From an optimization exercise on the open Yosys and OpenROAD flow, aimed at small area, a short achievable clock period and few clock cycles per item; shortcuts taken in it are not production practice.
Only simulation tests tie the RTL to the original design; equivalence was not proved.

## the previous run
## chacha_keystream_block_core
module chacha_keystream_block_core (
  input  logic                            clk_i,
  input  logic                            rst_ni,
  input  logic                            in_valid_i,
  output logic                            in_stall_o,
  input  logic [chacha_pkg::CounterW-1:0] block_counter_i,
  output logic                            out_valid_o,
  input  logic                            out_stall_i,
  output logic [chacha_pkg::WordW-1:0]    keystream_word_o,
  output logic [chacha_pkg::IdxW-1:0]     word_index_o,
  output logic                            last_word_o,
  input  logic                            cfg_valid_i,
  output logic                            cfg_ready_o,
  input  logic [chacha_pkg::CfgIdxW-1:0]  cfg_index_i,
  input  logic [chacha_pkg::CfgDataW-1:0] cfg_data_i
);
  chacha_pkg::chacha_cmd_t cmd;
  chacha_pkg::chacha_sts_t sts;
  chacha_ctrl u_ctrl (
    .clk_i       (clk_i),
    .rst_ni      (rst_ni),
    .in_valid_i  (in_valid_i),
    .in_stall_o  (in_stall_o),
    .out_stall_i (out_stall_i),
    .out_valid_o (out_valid_o),
    .cmd_o       (cmd),
    .sts_i       (sts)
  );
  chacha_dp u_dp (
    .clk_i            (clk_i),
    .rst_ni           (rst_ni),
    .cmd_i            (cmd),
    .sts_o            (sts),
    .block_counter_i  (block_counter_i),
    .cfg_valid_i      (cfg_valid_i),
    .cfg_ready_o      (cfg_ready_o),
    .cfg_index_i      (cfg_index_i),
    .cfg_data_i       (cfg_data_i),
    .keystream_word_o (keystream_word_o),
    .word_index_o     (word_index_o),
    .last_word_o      (last_word_o)
  );
endmodule
Size: roughly 9000 cells after synthesis.
export LEC_CHECK = 0
export CAP_MARGIN = 35
export CORE_MARGIN = 2
export CORE_UTILIZATION = 45
export SLEW_MARGIN = 35
create_clock -name core_clock -period 10.0 [get_ports {clk_i}]
standard.sh (not shown) runs the stock make flow with config.mk's settings and CLKGATE_MAP_FILE= SYNTH_SCRIPT=/design/flow/synth_recipe.tcl, a recipe that flattens the netlist after the stock synthesis.
==> flow/flow/run.sh <==
#!/bin/bash
set -euo pipefail
bash standard.sh SETUP_SLACK_MARGIN=6.0 finish > flow_make.log 2>&1
Testbench counts of the previous run, summed over its fixed seeds: cycles 9,920, blocks 384.
The inputs of the current run differ from those of the previous run as listed below.
-- flow/design.v --
<<< the previous run, line 26
    logic            renew;
    logic            take;
    logic            read;
    logic            advance;
>>> the current run, line 26
    logic            renew;
    logic            take;
    logic            emit0;
    logic            read;
    logic            advance;
<<< the previous run, line 57
  logic            take_q, load_q, renew_q;
  logic accept;
  logic out_free, p_free, read;
  logic fin_n, take_n, free_n;
  logic [SeqW-1:0] out_seq_d;
>>> the current run, line 58
  logic            take_q, load_q, renew_q;
  logic accept;
  logic out_free, p_free, read, emit0;
  logic fin_n, take_n, free_n;
  logic [SeqW-1:0] out_seq_d;
<<< the previous run, line 64
  assign p_free   = !pv_q || out_free;
  assign read     = buf_busy_q && p_free;
  always_comb begin
    buf_busy_d = buf_busy_q;
>>> the current run, line 65
  assign p_free   = !pv_q || out_free;
  assign read     = buf_busy_q && p_free;
  assign emit0    = take_q && p_free;
  always_comb begin
    buf_busy_d = buf_busy_q;
<<< the previous run, line 73
    if (take_q) begin
      buf_busy_d = 1'b1;
      idx_d      = '0;
    end
    pv_d = read ? 1'b1 : (out_free ? 1'b0 : pv_q);
    ov_d = out_free ? pv_q : ov_q;
    gap_d     = accept ? '0 : ((gap_q == '1) ? gap_q : gap_q + 1'b1);
>>> the current run, line 75
    if (take_q) begin
      buf_busy_d = 1'b1;
      idx_d      = emit0 ? 4'd1 : 4'd0;
    end
    pv_d = (read || emit0) ? 1'b1 : (out_free ? 1'b0 : pv_q);
    ov_d = out_free ? pv_q : ov_q;
    gap_d     = accept ? '0 : ((gap_q == '1) ? gap_q : gap_q + 1'b1);
<<< the previous run, line 125
  assign cmd_o.renew   = renew_q;
  assign cmd_o.take    = take_q;
  assign cmd_o.read    = read;
  assign cmd_o.advance = out_free;
>>> the current run, line 127
  assign cmd_o.renew   = renew_q;
  assign cmd_o.take    = take_q;
  assign cmd_o.emit0   = emit0;
  assign cmd_o.read    = read;
  assign cmd_o.advance = out_free;
<<< the previous run, line 260
      default: rd_word = bd_q[rd_lane];
    endcase
    if (rounds_q == '0) rd_word = st[cmd_i.idx];
  end
  always_ff @(posedge clk_i) begin
    if (cmd_i.read) begin
      p_word_q <= rd_word;
      p_st_q   <= st[cmd_i.idx];
>>> the current run, line 263
      default: rd_word = bd_q[rd_lane];
    endcase
    if (cmd_i.emit0)    rd_word = ra_q[3][0];
    if (rounds_q == '0) rd_word = st[cmd_i.idx];
  end
  always_ff @(posedge clk_i) begin
    if (cmd_i.read || cmd_i.emit0) begin
      p_word_q <= rd_word;
      p_st_q   <= st[cmd_i.idx];
==> comparison <==
- Relative to the previous run, the routed wire length on met2 measured on the current run has increased by a little under 10%.
- Cell at the slowest stage of the critical path = xor2_2: the previous run; cell at the slowest stage of the critical path = xor2_1: the current run
- Of the previous run and the current run, the run reporting the higher die area was the current run.
- The current run reports its critical path endpoint as u_dp.rb_q[91] while the previous run reports u_dp.rb_q[359].
- The current run vs. the previous run: final clock period utilization by the worst path moved up, final design instance area without fill moved up, worst hold slack level.
- Summary of the current run over the previous run: area after synthesis rose 2.4%; number of inserted diodes went down.
- The previous run ended up with u_dp.rd_q[227] as its origin of the worst setup path; the current run ended up with u_dp.rd_q[480].
Testbench counts of the current run, summed over its fixed seeds: cycles 9,888, blocks 384.

## afterwards: timing with drivers on the ports
No port has a modelled driver above. Below, the same layouts with a new extraction and two added sets of constraints.
Step 1, drivers: a clkbuf_16 drives clk_i and a buf_2 each remaining input, both assumed.
Step 2 adds t to the input delays and takes it off the output delays; t is the mean of the earliest and latest rising clock arrival at the registers after step 1. Input paths then give back, and output paths get back, about the clock's delay inside the block.
a / b / c = ideal ports / drivers / drivers and shift; a / b = the first two.
run	t, ns	setup WS [ns]	cell pins on the clock port's net
the previous run	1.038	5.876 / 5.876 / 5.169	1
the current run	1.059	5.851 / 5.851 / 5.094	1
After both steps setup and hold are still met in every run listed. The setup slack of the current run, which loses most, moves by 0.000 ns with the drivers and by -0.757 ns with both steps.
